This is an optimization exercise on Yosys and OpenROAD, whose aim is small area, a short achievable clock period and few clock cycles, not a production implementation. Where RTL was checked, it was by simulation tests only, not by an equivalence proof against the original. Power figures rest on the tool's default switching activity, not on a simulated workload.

Design ex_stage, start of the top module:
module ex_stage
#(
  parameter int WIDTH      = ex_pkg::WIDTH_DEFAULT,
  parameter int MULDIV_LAT = 4
) (
  input  logic             clk,
  input  logic             rst,
  input  logic             flush,
  input  logic             in_valid,
  output logic             in_ready,
  input  logic [4:0]       in_op,
  input  logic [4:0]       in_shamt,
  input  logic [4:0]       in_rd,
  input  logic [4:0]       in_rs_a,
  input  logic [4:0]       in_rs_b,
  input  logic [WIDTH-1:0] in_a,
  input  logic [WIDTH-1:0] in_b,
  input  logic             in_wen,
  output logic             out_valid,
  input  logic             out_ready,
  output logic [WIDTH-1:0] out_result,
  output logic [4:0]       out_rd,
  output logic             out_wen,
  output logic             out_zf,
  output logic             out_of,
  output logic             out_illegal
);
  localparam int M  = 4;           
  localparam int NM = 32 / M;      
  logic        iready_q;
  logic        xvalid_q;
  logic [31:0] xa_q, xb_q;
  logic [4:0]  xop_q, xrd_q, xrd2_q;   
  logic        xwen_q;
  logic        ovalid_q;
  logic [31:0] ores_q;
  logic [4:0]  ord_q, ord2_q;
  logic        owen_q, ozf_q, oof_q, oill_q;
  logic        rvalid_q;
  logic [31:0] r2_q;
  logic [4:0]  rrd_q;
  logic        rwen_q, rof_q, rill_q;
  logic        mdrun_q, align_q;
  logic [4:0]  cnt_q;
  logic [2:0]  mamt_q;            
  logic x_md, x_div, x_mul, x_hi, x_shift, x_addsub, x_logic, x_slt, x_ill;
  always_comb begin
    x_md     = (xop_q[4:2] == 3'b100);
  ...
Size in the first run: roughly 2,200 cells after synthesis, ~140 I/O pins.
Settings: LEC_CHECK=0, ABC_AREA=1, CAP_MARGIN=20, CORE_MARGIN=2, CORE_UTILIZATION=40, SLEW_MARGIN=20; clock period 95.0 ns.
standard.sh (not shown) runs the stock make flow with config.mk's settings and CLKGATE_MAP_FILE= SYNTH_SCRIPT=/design/flow/synth_recipe.tcl, a recipe that flattens the netlist after the stock synthesis.
==> flow/flow/run.sh <==
#!/bin/bash
# Layout: the standard ORFS flow (standard.sh) with two changes:
#  - technology mapping uses an area-oriented ABC script (flow/abc.script)
#    in place of ORFS's abc_speed/abc_area scripts; everything else in
#    synthesis is ORFS's and the standard flow's own script, so the registers are the
#    standard synthesis's;
#  - ports are buffered with buf_1 cells.
# Each step's full output goes to a log file of its own in this folder.
set -euo pipefail
here=$(pwd)
rm -rf "$here/orfs_scripts"
cp -r "$FLOW_HOME/scripts" "$here/orfs_scripts"
cp "$here/flow/abc.script" "$here/orfs_scripts/abc_speed.script"
cp "$here/flow/abc.script" "$here/orfs_scripts/abc_area.script"
export SCRIPTS_DIR="$here/orfs_scripts"
export BUFFER_PORTS_ARGS="-buffer_cell sky130_fd_sc_hd__buf_1"
bash standard.sh synth > "$here/synth.log" 2>&1
bash standard.sh > "$here/layout.log" 2>&1
==> flow/flow/abc.script <==
strash
&get -n
&st
&deepsyn -T 30
&dch
&nf
&put
Next try:
--- a/flow/design.v
+++ b/flow/design.v
@@ -102,25 +102,25 @@
   output logic             out_wen,
   output logic             out_zf,
   output logic             out_of,
   output logic             out_illegal
 );
   localparam int M  = 4;           
   localparam int NM = 32 / M;      
   logic        iready_q;
   logic        xvalid_q;
   logic [31:0] xa_q, xb_q;
-  logic [4:0]  xop_q, xrd_q, xrd2_q;   
+  logic [4:0]  xop_q, xrd_q;
   logic        xwen_q;
   logic        ovalid_q;
   logic [31:0] ores_q;
-  logic [4:0]  ord_q, ord2_q;
+  logic [4:0]  ord_q;
   logic        owen_q, ozf_q, oof_q, oill_q;
   logic        rvalid_q;
   logic [31:0] r2_q;
   logic [4:0]  rrd_q;
   logic        rwen_q, rof_q, rill_q;
   logic        mdrun_q, align_q;
   logic [4:0]  cnt_q;
   logic [2:0]  mamt_q;            
   logic x_md, x_div, x_mul, x_hi, x_shift, x_addsub, x_logic, x_slt, x_ill;
   always_comb begin
@@ -254,39 +254,33 @@
       md_next_al = x_mul & (mdig == 4'd1);
     end else if (align_q) begin
       md_fin = 1'b1;
     end else begin
       md_fin     = (cnt_q == 5'd1) & x_div;
       md_next_al = (cnt_q == 5'd1) & x_mul;
     end
     xfire = xvalid_q & (x_md ? ((md_start | mdrun_q) & md_fin) : ~rvalid_q);
   end
   logic x_byp, o_byp, in_imsh;
-  logic ma_x, ma_o, mb_x, mb_o, ma_x2, ma_o2, mb_x2, mb_o2;
+  logic ma_x, ma_o, mb_x, mb_o;
   logic [31:0] cap_a, cap_b;
   always_comb begin
     in_imsh = (in_op[4:2] == 3'b000);
     x_byp = xvalid_q & xwen_q & ~x_ill & (xrd_q != 5'd0);
     o_byp = ovalid_q & owen_q & (ord_q != 5'd0);
     ma_x  = x_byp & (in_rs_a == xrd_q);
     ma_o  = o_byp & (in_rs_a == ord_q);
     mb_x  = x_byp & (in_rs_b == xrd_q);
     mb_o  = o_byp & (in_rs_b == ord_q);
-    ma_x2 = x_byp & (in_rs_a == xrd2_q);
-    ma_o2 = o_byp & (in_rs_a == ord2_q);
-    mb_x2 = x_byp & (in_rs_b == xrd2_q);
-    mb_o2 = o_byp & (in_rs_b == ord2_q);
-    cap_a[15:0]  = ma_x  ? xres[15:0]  : (ma_o  ? ores_q[15:0]  : in_a[15:0]);
-    cap_a[31:16] = ma_x2 ? xres[31:16] : (ma_o2 ? ores_q[31:16] : in_a[31:16]);
+    cap_a = ma_x ? xres : (ma_o ? ores_q : in_a);
     if (in_imsh) cap_a[4:0] = in_shamt;
-    cap_b[15:0]  = mb_x  ? xres[15:0]  : (mb_o  ? ores_q[15:0]  : in_b[15:0]);
-    cap_b[31:16] = mb_x2 ? xres[31:16] : (mb_o2 ? ores_q[31:16] : in_b[31:16]);
+    cap_b = mb_x ? xres : (mb_o ? ores_q : in_b);
   end
   logic        acc, held, mdrun_n, align_n, rvalid_n, ovalid_n, iready_n;
   logic [4:0]  cnt_n;
   logic [31:0] o_val;
   always_comb begin
     acc  = iready_q & in_valid;
     held = xvalid_q & ~xfire;            
     mdrun_n = mdrun_q;
     align_n = 1'b0;
     cnt_n   = cnt_q;
@@ -326,21 +320,20 @@
     iready_q <= iready_n;
     cnt_q    <= cnt_n;
     if (md_start) begin
       mamt_q <= 3'(NM - int'(mdig));
     end
     if (iready_q) begin
       xa_q   <= cap_a;
       xb_q   <= cap_b;
       xop_q  <= in_op;
       xrd_q  <= in_rd;
-      if (in_valid) xrd2_q <= in_rd;
       xwen_q <= in_wen;
     end else if (x_div & (md_start | md_iter)) begin
       if (cout & md_iter) xa_q <= sum;
       xb_q <= md_start ? sh_y : {1'b0, xb_q[31:1]};
     end else if (md_sw) begin
       xa_q <= xb_q;
       xb_q <= xa_q;
     end else if (x_mul & (md_start | md_iter)) begin
       xb_q <= mlo_n;
     end
@@ -348,21 +341,20 @@
       if ((md_start | md_iter) & ~md_fin) begin
         r2_q <= x_div ? (md_start ? 32'd0 : dq_n) : mhi_n;
       end else begin
         r2_q   <= xres;
         rrd_q  <= xrd_q;
         rwen_q <= xwen_q & ~x_ill;
         rof_q  <= xres_of;
         rill_q <= x_ill;
       end
     end
-    if (ofree & (rvalid_q | xfire)) ord2_q <= rvalid_q ? rrd_q : xrd_q;
     if (ofree) begin
       ores_q <= o_val;
       ozf_q  <= (o_val == 32'd0);
       if (rvalid_q) begin
         ord_q  <= rrd_q;
         owen_q <= rwen_q;
         oof_q  <= rof_q;
         oill_q <= rill_q;
       end else begin
         ord_q  <= xrd_q;
Routed wire length falls by a little under a tenth.
Power went down by about a fifth.
Clock skew increases by 9.5 ps.
Sequential cell count drops by 10.
Final cell count falls by a few percent.
Hold slack improved by 10 ps.
Register-to-register slack gains 320 ps.
Fmax goes up by a few percent.
Setup slack gets better by 590 ps.
Testbench counts after the change, summed over its fixed seeds: cycles 32,591.
Only the layout flow was run in the first run of this note; the RTL was not checked for function there.

[static timing again, ports no longer ideal]
In the flow no input, the clock included, has a driving cell. The finished layouts below were timed again as built, in two steps. Step 1 (the two cells are an assumption about what drives the block):
set clk [get_ports {clk}]
set_driving_cell -lib_cell sky130_fd_sc_hd__clkbuf_16 $clk
set_driving_cell -lib_cell sky130_fd_sc_hd__buf_2 [delete_from_list [all_inputs] $clk]
Step 2 adds t to the input delays and takes it off the output delays; t is the mean of the earliest and latest rising clock arrival at the registers after step 1. Input paths then give back, and output paths get back, about the clock's delay inside the block. a / b / c = ideal / step 1 / step 2; a / b = the first two.
run	t (ns)	setup WS [ns]	worst setup path at the end	worst register clock-pin slew, ns	pins driven straight from the clock port
the first run	0.567	73.646 / 73.674 / 73.107	input to register	0.09 / 0.09	1
the second run	0.570	74.232 / 74.260 / 73.691	input to register	0.10 / 0.10	1
After both steps setup and hold are still met in every run listed. For the second run, which loses most, drivers alone change the setup slack by +0.028 ns; drivers and shift together by -0.541 ns.
